This is an optimization exercise on Yosys and OpenROAD, whose aim is small area, a short achievable clock period and few clock cycles, not a production implementation.
Where RTL was checked, it was by simulation tests only, not by an equivalence proof against the original.
Power is estimated from default activity; no workload was simulated.

// vs_topk_core
module vs_topk_core (
    input  logic          clk,
    input  logic          reset_n,
    input  logic          start,
    input  logic          mode,
    input  logic [11:0]   base_addr,
    input  logic [9:0]    vector_count,
    input  logic [7:0]    dim_words,
    output logic          mem_rd_en,
    output logic [11:0]   mem_addr,
    input  logic [63:0]   mem_data,
    output logic          busy,
    output logic          done,
    output logic [2:0]    topk_count,
    output logic [127:0]  topk_score,
    output logic [39:0]   topk_id
);
    logic        busy_q, done_q, rd_q, mode_q, first_q;
    logic [11:0] addr_q;
    logic [7:0]  dim_q, wcnt_q;
    logic [9:0]  vrem_q;
    wire accept = start & ~busy_q;
    wire empty  = (vector_count == 10'd0) | (dim_words == 8'd0);
    wire eov    = (wcnt_q == 8'd1);
    wire fin    = eov & (vrem_q == 10'd1);
    logic f1_q, f2_q, f3_q;
    logic l1_q, l2_q, l3_q, l4_q;
    logic z1_q, z2_q, z3_q, z4_q;
    logic        clr_q, empty_q;
    always_ff @(posedge clk) begin
        if (!reset_n) begin
            busy_q  <= 1'b0;
            done_q  <= 1'b0;
            rd_q    <= 1'b0;
            clr_q   <= 1'b0;
  ...
export LEC_CHECK = 0
export CAP_MARGIN = 20
export CORE_MARGIN = 2
export CORE_UTILIZATION = 40
export SLEW_MARGIN = 20
create_clock -name core_clock -period 15.0 [get_ports {clk}]
standard.sh (not shown) runs the stock make flow with config.mk's settings and CLKGATE_MAP_FILE= SYNTH_SCRIPT=/design/flow/synth_recipe.tcl, a recipe that flattens the netlist after the stock synthesis.
==> flow/flow/run.sh <==
#!/bin/bash
# Layout: the standard ORFS flow, with the port buffers inserted during
# placement made plain sky130_fd_sc_hd__buf_1 cells (buffer_ports' own
# choice is the slower, larger clkdlybuf4s50_1). Everything else is standard.
set -euo pipefail
bash standard.sh synth > make_synth.log 2>&1
bash standard.sh finish "BUFFER_PORTS_ARGS=-buffer_cell sky130_fd_sc_hd__buf_1" > make_finish.log 2>&1
Testbench counts at the start, summed over its fixed seeds: cycles 128,284.
Change:
==> flow/flow/run.sh (replaced) <==
#!/bin/bash
# Layout: the standard ORFS flow, with the port buffers inserted during
# placement made plain sky130_fd_sc_hd__buf_1 cells (buffer_ports' own
# choice is the slower, larger clkdlybuf4s50_1), and repair_timing asked for
# 10.5 ns of setup slack at the 15 ns clock. Everything else is standard.
set -euo pipefail
bash standard.sh synth > make_synth.log 2>&1
bash standard.sh finish "BUFFER_PORTS_ARGS=-buffer_cell sky130_fd_sc_hd__buf_1" SETUP_SLACK_MARGIN=10.5 > make_finish.log 2>&1
CORE_UTILIZATION = 60   (was 40)
The new run went through all stages and came out clean; worst setup slack improved by 0.58 ns; utilization climbs by 22 points; routed wire length climbs by 1.4%; design area drops by 1.3%.
Change:
CORE_UTILIZATION = 40   (was 60)
CTS_BUF_LIST = sky130_fd_sc_hd__clkbuf_8   (was default)
- first-iteration DRC count came out lower by about a fifth
- power drops slightly
- cell count rose by roughly a tenth
- combinational power barely changes

========
vs_topk_core, a different RTL version from the one above (not shown whole).
For scale: about 350 flip-flops, ~280 I/O pins, ~27000 um^2 of cells after synthesis.
==> flow/config.mk <==
export PLATFORM = sky130hd
export DESIGN_NAME = vs_topk_core
export DESIGN_NICKNAME = vs_topk_core
export VERILOG_FILES = /design/flow/design.v
export SDC_FILE = /design/flow/constraint.sdc
export NUM_CORES = 4
export LEC_CHECK = 0
export CAP_MARGIN = 20
export CORE_MARGIN = 2
export CORE_UTILIZATION = 40
export SLEW_MARGIN = 20
==> flow/constraint.sdc <==
create_clock -name core_clock -period 15.0 [get_ports {clk}]
set_input_delay 3.0000 -clock core_clock [delete_from_list [all_inputs] [get_ports {clk}]]
set_output_delay 3.0000 -clock core_clock [all_outputs]
set_load 0.01 [all_outputs]
==> flow/flow/run.sh <==
#!/bin/bash
# Layout: the standard ORFS flow, with the port buffers inserted during
# placement made plain sky130_fd_sc_hd__buf_1 cells (buffer_ports' own
# choice is the slower, larger clkdlybuf4s50_1). Everything else is standard.
set -euo pipefail
bash standard.sh synth > make_synth.log 2>&1
bash standard.sh finish "BUFFER_PORTS_ARGS=-buffer_cell sky130_fd_sc_hd__buf_1" > make_finish.log 2>&1
The first run ran to the end with no violations.
==> next run, changes <==
==> flow/run.sh (new file) <==
#!/bin/bash
# synth_recipe.tcl (not shown) runs the flow's synth.tcl, then flattens the netlist and writes it again
# the make line also repeats each setting of config.mk as NAME=value (left out here)
make -C /OpenROAD-flow-scripts/flow DESIGN_CONFIG=/design/flow/config.mk WORK_HOME=/design/flow/orfs CLKGATE_MAP_FILE= SYNTH_SCRIPT=/design/flow/synth_recipe.tcl finish
CORE_UTILIZATION = 65   (was 40)
removed: flow/flow/run.sh
removed: flow/standard.sh
Outcome: The changed run produced a clean layout; sequential share of layout area decreases by 1.0 points; non-clock buffer count increases by 1; cell area increases by 3.8%; global-route usage increases by 11 points; die area decreases by 38%; fmax decreases by 1.2%; setup slack loses 0.060 ns; clock skew decreases by 0.012 ns; power decreases by 0.73%.
==> next run, changes <==
==> flow/flow/run.sh (new file) <==
#!/bin/bash
# Layout: the standard ORFS flow, with the port buffers inserted during
# placement made plain sky130_fd_sc_hd__buf_1 cells (buffer_ports' own
# choice is the slower, larger clkdlybuf4s50_1), and repair_timing asked for
# 10.5 ns of setup slack at the 15 ns clock. Everything else is standard.
set -euo pipefail
bash standard.sh synth > make_synth.log 2>&1
bash standard.sh finish "BUFFER_PORTS_ARGS=-buffer_cell sky130_fd_sc_hd__buf_1" SETUP_SLACK_MARGIN=10.5 > make_finish.log 2>&1
==> flow/standard.sh (new file) <==
#!/bin/bash
# synth_recipe.tcl (not shown) runs the flow's synth.tcl, then flattens the netlist and writes it again
# the make line also repeats each setting of config.mk as NAME=value (left out here)
make -C /OpenROAD-flow-scripts/flow DESIGN_CONFIG=/design/flow/config.mk WORK_HOME=/design/flow/orfs CLKGATE_MAP_FILE= SYNTH_SCRIPT=/design/flow/synth_recipe.tcl "${@:-finish}"
CORE_UTILIZATION = 40   (was 65)
removed: flow/run.sh
Result: Critical path depth stays the same. Worst hold slack is about the same. Worst setup slack gets better by 0.34 ns.
==> next run, changes <==
==> flow/run.sh (new file) <==
#!/bin/bash
# synth_recipe.tcl (not shown) runs the flow's synth.tcl, then flattens the netlist and writes it again
# the make line also repeats each setting of config.mk as NAME=value (left out here)
make -C /OpenROAD-flow-scripts/flow DESIGN_CONFIG=/design/flow/config.mk WORK_HOME=/design/flow/orfs CLKGATE_MAP_FILE= SYNTH_SCRIPT=/design/flow/synth_recipe.tcl finish
removed: flow/flow/run.sh
removed: flow/standard.sh
Result: Cell area grows by 4.1%; total power fell by 4.0%; routed wire length falls by 1.5%; critical path depth does not change; area after synthesis is unchanged.
No run of this note included a check of the RTL's function; only the layout flow was run.

========
vs_topk_core, a different RTL version from the one above (not shown whole).
Size in the first run: about 2600 cells after synthesis, about 280 I/O pins.
## vs_topk_core
module vs_topk_core (
    input  logic          clk,
    input  logic          reset_n,
    input  logic          start,
    input  logic          mode,
    input  logic [11:0]   base_addr,
    input  logic [9:0]    vector_count,
    input  logic [7:0]    dim_words,
    output logic          mem_rd_en,
    output logic [11:0]   mem_addr,
    input  logic [63:0]   mem_data,
    output logic          busy,
    output logic          done,
    output logic [2:0]    topk_count,
    output logic [127:0]  topk_score,
    output logic [39:0]   topk_id
);
    logic        busy_q, done_q, rd_q, mode_q, first_q;
    logic [11:0] addr_q;
    logic [7:0]  dim_q, wcnt_q;
    logic [9:0]  vrem_q;
    wire accept = start & ~busy_q;
    wire empty  = (vector_count == 10'd0) | (dim_words == 8'd0);
    wire eov    = (wcnt_q == 8'd1);
    wire fin    = eov & (vrem_q == 10'd1);
    logic f1_q, f2_q, f3_q;
    logic l1_q, l2_q, l3_q, l4_q;
    logic z1_q, z2_q, z3_q, z4_q;
    logic        clr_q, empty_q;
    always_ff @(posedge clk) begin
        if (!reset_n) begin
            busy_q  <= 1'b0;
            done_q  <= 1'b0;
            rd_q    <= 1'b0;
            clr_q   <= 1'b0;
            empty_q <= 1'b0;
            l1_q <= 1'b0; l2_q <= 1'b0; l3_q <= 1'b0; l4_q <= 1'b0;
            z1_q <= 1'b0; z2_q <= 1'b0; z3_q <= 1'b0; z4_q <= 1'b0;
        end else begin
            clr_q   <= accept;
            empty_q <= accept & empty;
            done_q  <= empty_q | z4_q;
            busy_q  <= busy_q ? ~(empty_q | z4_q) : start;
            rd_q    <= rd_q ? ~fin : (accept & ~empty);
            l1_q <= rd_q & eov; l2_q <= l1_q; l3_q <= l2_q; l4_q <= l3_q;
            z1_q <= rd_q & fin; z2_q <= z1_q; z3_q <= z2_q; z4_q <= z3_q;
        end
    end
    logic ldn_q, dot_q, kl_q;
    always_ff @(posedge clk) begin
        if (!reset_n) ldn_q <= 1'b1;
        else          ldn_q <= rd_q ? fin : ~(accept & ~empty);
    end
    always_ff @(posedge clk) begin
        first_q <= ~rd_q | eov;
        f1_q <= first_q; f2_q <= f1_q; f3_q <= f2_q;
        if (!busy_q) begin
            mode_q <= mode;
            dot_q  <= ~mode;
        end
        if (!reset_n)     kl_q <= 1'b0;
        else if (!busy_q) kl_q <= mode;
        if (ldn_q) begin
            addr_q <= base_addr;
            dim_q  <= dim_words;
  ...
Settings: LEC_CHECK=0, CAP_MARGIN=20, CORE_MARGIN=2, CORE_UTILIZATION=60, CTS_BUF_LIST=sky130_fd_sc_hd__clkbuf_8, CTS_CLUSTER_DIAMETER=100, CTS_CLUSTER_SIZE=16, SLEW_MARGIN=20; clock period 15.0 ns.
==> flow/flow/run.sh <==
#!/bin/bash
# Layout: the standard ORFS flow with three changes:
#  1. after the standard synthesis, flow/polarity.py removes inverters by
#     choosing the polarity of signals around full adders (self-dual), gates
#     with a complementary twin (and2/nand2, ...) and xor2/xnor2;
#     registers are untouched;
#  2. the port buffers inserted during placement are sky130_fd_sc_hd__buf_1
#     (buffer_ports' own choice is the slower, larger clkdlybuf4s50_1);
#  3. repair_timing is asked for 10.7 ns of setup slack at the 15 ns clock.
set -euo pipefail
WH=$(grep -o 'WORK_HOME=[^ ]*' standard.sh | head -1 | cut -d= -f2)
RES="$WH/results/sky130hd/vs_topk_core/base"
bash standard.sh synth > make_synth.log 2>&1
cp "$RES/1_2_yosys.v" yosys_standard.v
python3 flow/polarity.py yosys_standard.v "$RES/1_2_yosys.v" > polarity.log 2>&1
bash standard.sh do-1_synth > make_synth_odb.log 2>&1
bash standard.sh finish "BUFFER_PORTS_ARGS=-buffer_cell sky130_fd_sc_hd__buf_1" SETUP_SLACK_MARGIN=10.7 > make_finish.log 2>&1
Other scripts of this flow, unchanged in this note and not shown: flow/flow/polarity.py
The starting point completed without violations.
Testbench counts at the start, summed over its fixed seeds: cycles 128,284.
Edit:
--- a/flow/config.mk
+++ b/flow/config.mk
@@ -11,4 +11,4 @@
 export CTS_BUF_LIST = sky130_fd_sc_hd__clkbuf_8
 export CTS_CLUSTER_DIAMETER = 100
-export CTS_CLUSTER_SIZE = 16
+export CTS_CLUSTER_SIZE = 12
 export SLEW_MARGIN = 20
Effect: The new run finished with timing, DRC and antenna clean; routed wire length rose by 0.39%; first-iteration DRC count went up by 3.2%; via count is about the same; die area does not change; total power is about the same; area after synthesis does not change; sequential share of layout area barely changes; final area shrinks by about 0.7%; clock-buffer cell count climbs by 11; clock power increases by about 17%.
Edit:
--- a/flow/flow/run.sh
+++ b/flow/flow/run.sh
@@ -7,5 +7,5 @@
 #  2. the port buffers inserted during placement are sky130_fd_sc_hd__buf_1
 #     (buffer_ports' own choice is the slower, larger clkdlybuf4s50_1);
-#  3. repair_timing is asked for 10.7 ns of setup slack at the 15 ns clock.
+#  3. repair_timing is asked for 10.5 ns of setup slack at the 15 ns clock.
 set -euo pipefail
 WH=$(grep -o 'WORK_HOME=[^ ]*' standard.sh | head -1 | cut -d= -f2)
@@ -15,3 +15,3 @@
 python3 flow/polarity.py yosys_standard.v "$RES/1_2_yosys.v" > polarity.log 2>&1
 bash standard.sh do-1_synth > make_synth_odb.log 2>&1
-bash standard.sh finish "BUFFER_PORTS_ARGS=-buffer_cell sky130_fd_sc_hd__buf_1" SETUP_SLACK_MARGIN=10.7 > make_finish.log 2>&1
+bash standard.sh finish "BUFFER_PORTS_ARGS=-buffer_cell sky130_fd_sc_hd__buf_1" SETUP_SLACK_MARGIN=10.5 > make_finish.log 2>&1
- first-iteration DRC count grows by 6.4%
- cell area shrinks by 1.8%
- critical path depth grows by 8
- power shrinks by 0.44%

========
vs_topk_core with an RTL version that a note above also has.
Size in the first run: ~280 I/O pins, about 0.028 mm^2 of cells after synthesis.
clock: 15.0 ns
lec_check: 0
cap_margin: 20
core_margin: 2
core_utilization: 40
slew_margin: 20
==> flow/flow/run.sh <==
#!/bin/bash
# Layout: the standard ORFS flow, with the port buffers inserted during
# placement made plain sky130_fd_sc_hd__buf_1 cells (buffer_ports' own
# choice is the slower, larger clkdlybuf4s50_1), and repair_timing asked for
# 10.5 ns of setup slack at the 15 ns clock. Everything else is standard.
set -euo pipefail
bash standard.sh synth > make_synth.log 2>&1
bash standard.sh finish "BUFFER_PORTS_ARGS=-buffer_cell sky130_fd_sc_hd__buf_1" SETUP_SLACK_MARGIN=10.5 > make_finish.log 2>&1
The first run went through all stages and came out clean.
Testbench counts at the start, summed over its fixed seeds: cycles 128,284.
Rerun with:
CORE_UTILIZATION = 60   (was 40)
CTS_CLUSTER_DIAMETER = 120   (was not set)
CTS_CLUSTER_SIZE = 20   (was not set)
Outcome:
- register-to-register slack got worse by 0.02 ns
- count of clock-buffer cells in the layout is lower by 24
- setup slack degrades by 0.025 ns
- wire length is lower by 0.45%
- sequential cell count stays the same
- first-iteration DRC count goes up by about 27%
- hold slack is better by 0.0095 ns
- maximum frequency shrinks by 0.57%

========
## run 1
vs_topk_core again, from the RTL that the note above started with.
==> flow/config.mk <==
export PLATFORM = sky130hd
export DESIGN_NAME = vs_topk_core
export DESIGN_NICKNAME = vs_topk_core
export VERILOG_FILES = /design/flow/design.v
export SDC_FILE = /design/flow/constraint.sdc
export NUM_CORES = 4
export LEC_CHECK = 0
export CAP_MARGIN = 20
export CORE_MARGIN = 2
export CORE_UTILIZATION = 40
export SLEW_MARGIN = 20
==> flow/constraint.sdc <==
create_clock -name core_clock -period 15.0 [get_ports {clk}]
set_input_delay 3.0000 -clock core_clock [delete_from_list [all_inputs] [get_ports {clk}]]
set_output_delay 3.0000 -clock core_clock [all_outputs]
set_load 0.01 [all_outputs]
==> flow/flow/run.sh <==
#!/bin/bash
# Layout: the standard ORFS flow, with the port buffers inserted during
# placement made plain sky130_fd_sc_hd__buf_1 cells (buffer_ports' own
# choice is the slower, larger clkdlybuf4s50_1), and repair_timing asked for
# 11.5 ns of setup slack at the 15 ns clock. Everything else is standard.
set -euo pipefail
bash standard.sh synth > make_synth.log 2>&1
bash standard.sh finish "BUFFER_PORTS_ARGS=-buffer_cell sky130_fd_sc_hd__buf_1" SETUP_SLACK_MARGIN=11.5 > make_finish.log 2>&1
No stage failed in run 1, and the final checks on the layout all came back clean.
Testbench counts of run 1, summed over its fixed seeds: cycles 128,284.
--- input diff run 1..run 2 ---
- putting CTS_CLUSTER_SIZE at 20 where nothing was set
- swapping 40 for 60 in CORE_UTILIZATION
- putting CTS_CLUSTER_DIAMETER at 120 where nothing was set
==> flow/flow/run.sh <==
#!/bin/bash
# Layout: the standard ORFS flow, with the port buffers inserted during
# placement made plain sky130_fd_sc_hd__buf_1 cells (buffer_ports' own
# choice is the slower, larger clkdlybuf4s50_1), and repair_timing asked for
# 10.9 ns of setup slack at the 15 ns clock. Everything else is standard.
set -euo pipefail
bash standard.sh synth > make_synth.log 2>&1
bash standard.sh finish "BUFFER_PORTS_ARGS=-buffer_cell sky130_fd_sc_hd__buf_1" SETUP_SLACK_MARGIN=10.9 > make_finish.log 2>&1
==> comparison <==
Between run 1 and run 2, the largest incremental delay on the critical path does not differ in any meaningful way.
Per the comparison of run 2 with run 1, post-route non-filler standard cell count fell by 11%; global router's overall resource usage has increased; met1 layer usage reported by global route higher; clock tree buffer count of the final layout lost 29; worst setup slack went up 0.024 ns.
Sort run 2 and run 1 by non-clock buffer count desc -> top: run 1
Edits applied to the flow inputs when going from run 2 to run 3:
- CTS_CLUSTER_SIZE removed (was 20)
- CORE_UTILIZATION changed from 60 to 75
- CTS_CLUSTER_DIAMETER removed (was 120)
==> flow/flow/run.sh <==
#!/bin/bash
# Layout: the standard ORFS flow, with the port buffers inserted during
# placement made plain sky130_fd_sc_hd__buf_1 cells (buffer_ports' own
# choice is the slower, larger clkdlybuf4s50_1), and repair_timing asked for
# 10.5 ns of setup slack at the 15 ns clock. Everything else is standard.
set -euo pipefail
bash standard.sh synth > make_synth.log 2>&1
bash standard.sh finish "BUFFER_PORTS_ARGS=-buffer_cell sky130_fd_sc_hd__buf_1" SETUP_SLACK_MARGIN=10.5 > make_finish.log 2>&1
### Flow results
Switching fraction of total power in run 3 is 0.21 points higher than in run 2. For die height, dividing the value from run 3 by the value from run 2 gives 0.896. Per the comparison of run 3 with run 2, number of resized instances in the post-cts repair step lost 224, wire length on met3 shows an increase of 3.9 mm, maximum frequency lost 2.6%. Per the comparison of run 3 with run 2, largest voltage drop on the vdd net grew by about 1.1%, diode insertion count for antenna repair shrank by 2. Between run 3 and run 2, it is run 3 whose final standard cell count with taps included and fillers excluded is lower, by about 6%.
Edits applied to the flow inputs when going from run 3 to run 4:
- a change of CORE_UTILIZATION from 75 to 40
==> flow/flow/run.sh <==
#!/bin/bash
# Layout: the standard ORFS flow, with the port buffers inserted during
# placement made plain sky130_fd_sc_hd__buf_1 cells (buffer_ports' own
# choice is the slower, larger clkdlybuf4s50_1), and repair_timing asked for
# 11.0 ns of setup slack at the 15 ns clock. Everything else is standard.
set -euo pipefail
bash standard.sh synth > make_synth.log 2>&1
bash standard.sh finish "BUFFER_PORTS_ARGS=-buffer_cell sky130_fd_sc_hd__buf_1" SETUP_SLACK_MARGIN=11.0 > make_finish.log 2>&1
--- outcome ---
[compare] base=run 3 new=run 4: fraction of cell area in non-clock buffers grew by 6.5 points, total power of the final layout grew by about 12%. Compared with run 3, run 4 supports a higher clock frequency. Diff run 3 -> run 4: non-clock buffer count saw an increase; cell area after layout saw an increase. Looking at clock latency on the worst-skew pair, run 4 sits above run 3. On global-route wire length before repair, run 3 beats run 4.
Relative to run 4, the following input files were edited for run 5:
- setting CTS_CLUSTER_DIAMETER to 120 for the first time
- changing CORE_UTILIZATION from 40 to 60
- setting CTS_CLUSTER_SIZE to 20 for the first time
==> flow/flow/run.sh <==
#!/bin/bash
# Layout: the standard ORFS flow, with the port buffers inserted during
# placement made plain sky130_fd_sc_hd__buf_1 cells (buffer_ports' own
# choice is the slower, larger clkdlybuf4s50_1), and repair_timing asked for
# 10.7 ns of setup slack at the 15 ns clock. Everything else is standard.
set -euo pipefail
bash standard.sh synth > make_synth.log 2>&1
bash standard.sh finish "BUFFER_PORTS_ARGS=-buffer_cell sky130_fd_sc_hd__buf_1" SETUP_SLACK_MARGIN=10.7 > make_finish.log 2>&1
## What came out
- Run 5 has more setup slack than run 4.
- Of run 4 and run 5, the run reporting the higher final hold slack was run 5.
- Detail-routed net length per standard cell (higher): run 5
- In the flow results for run 4 and run 5, the leakage power is smaller on run 5.
- Per the comparison of run 5 with run 4, footprint of the multi-input gates went down by 2.2%; number of buffers added on ports about even.
- Per the comparison of run 5 with run 4, proportion of power drawn by the clock network now sits lower, post-CTS clock slew at the launch and capture registers of the worst setup and hold paths went up, total of clock buffers placed in the layout dropped 35%.
- Launch point of the critical path = u_insert.score_q[0][26]: run 4; launch point of the critical path = mem_data[57]: run 5
Input-level comparison between run 6 and run 5:
- CORE_UTILIZATION: 60 -> 40
- CTS_CLUSTER_SIZE: 20 -> unset
- CTS_CLUSTER_DIAMETER: 120 -> unset
- CTS_BUF_LIST: unset -> sky130_fd_sc_hd__clkbuf_4
==> flow/flow/run.sh <==
#!/bin/bash
# Layout: the standard ORFS flow, with the port buffers inserted during
# placement made plain sky130_fd_sc_hd__buf_1 cells (buffer_ports' own
# choice is the slower, larger clkdlybuf4s50_1), and repair_timing asked for
# 10.5 ns of setup slack at the 15 ns clock. Everything else is standard.
set -euo pipefail
bash standard.sh synth > make_synth.log 2>&1
bash standard.sh finish "BUFFER_PORTS_ARGS=-buffer_cell sky130_fd_sc_hd__buf_1" SETUP_SLACK_MARGIN=10.5 > make_finish.log 2>&1
## What came out
Run 6 was carried through to the last stage, and its layout satisfied the timing, DRC and antenna checks. Share of the clock period used by the worst path for run 6: 1.9 points up relative to run 5. The path type of the worst setup path comes out reg -> out in one run and in -> reg in the other, namely in run 6 and run 5 respectively. Taking run 5 as the reference, in run 6 power in sequential cells barely changed, cell area after layout shows an increase of about 4.4%.

static timing again, ports no longer ideal:
The flow's constraints put no driver on any port. The routed layouts listed below were extracted and timed again, unchanged, in two steps.
Step 1 (the two cells are an assumption about what drives the block):
set clk [get_ports {clk}]
set_driving_cell -lib_cell sky130_fd_sc_hd__clkbuf_16 $clk
set_driving_cell -lib_cell sky130_fd_sc_hd__buf_2 [delete_from_list [all_inputs] $clk]
Step 2, shift: input delay + t, output delay - t, t = (earliest + latest rising clock arrival at the registers) / 2. This alone moves slack from input paths to output paths.
a / b / c = ideal / step 1 / step 2; a / b = the first two.
run | shift t [ns] | setup WS [ns] | hold WS [ns] | worst data-port slew with drivers (ns) | pins driven straight from the clock port
the first run of note 1 | 0.628 | 10.085 / 10.085 / 9.889 | 0.330 / 0.330 / 0.330 | 0.06 | 1
the second run of note 1 | 0.627 | 10.667 / 10.647 / 10.074 | 0.327 / 0.327 / 0.327 | 0.06 | 1
the third run of note 1 | 0.680 | 10.629 / 10.573 / 10.119 | 0.325 / 0.325 / 0.325 | 0.05 | 1
the first run of note 2 | 0.626 | 10.043 / 10.043 / 9.998 | 0.325 / 0.325 / 0.325 | 0.07 | 1
the second run of note 2 | 0.621 | 9.983 / 9.983 / 9.582 | 0.326 / 0.326 / 0.326 | 0.06 | 1
the third run of note 2 | 0.624 | 10.319 / 10.319 / 10.106 | 0.324 / 0.324 / 0.324 | 0.06 | 1
the fourth run of note 2 | 0.625 | 9.982 / 9.982 / 9.607 | 0.325 / 0.325 / 0.325 | 0.05 | 1
the first run of note 3 | 0.694 | 10.638 / 10.584 / 10.131 | 0.336 / 0.336 / 0.336 | 0.04 | 1
the second run of note 3 | 0.671 | 10.666 / 10.611 / 10.133 | 0.333 / 0.333 / 0.333 | 0.04 | 1
the third run of note 3 | 0.665 | 10.638 / 10.598 / 10.016 | 0.331 / 0.331 / 0.331 | 0.04 | 1
the first run of note 4 | 0.639 | 10.659 / 10.626 / 10.083 | 0.324 / 0.324 / 0.324 | 0.05 | 1
the second run of note 4 | 0.609 | 10.634 / 10.629 / 10.097 | 0.333 / 0.333 / 0.333 | 0.06 | 1
run 1 | 0.640 | 10.731 / 10.670 / 10.267 | 0.324 / 0.324 / 0.324 | 0.07 | 1
run 2 | 0.615 | 10.756 / 10.696 / 10.238 | 0.333 / 0.333 / 0.333 | 0.07 | 1
run 3 | 0.629 | 10.644 / 10.634 / 10.099 | 0.325 / 0.325 / 0.325 | 0.05 | 1
run 4 | 0.655 | 10.701 / 10.640 / 10.263 | 0.308 / 0.308 / 0.308 | 0.07 | 1
run 5 | 0.601 | 10.738 / 10.691 / 10.170 | 0.330 / 0.330 / 0.330 | 0.06 | 1
run 6 | 0.892 | 10.451 / 10.395 / 10.095 | 0.316 / 0.316 / 0.316 | 0.05 | 1
After both steps every run listed still meets setup and hold. The setup slack of the third run of note 3, which loses most, moves by -0.040 ns with the drivers and by -0.622 ns with both steps.
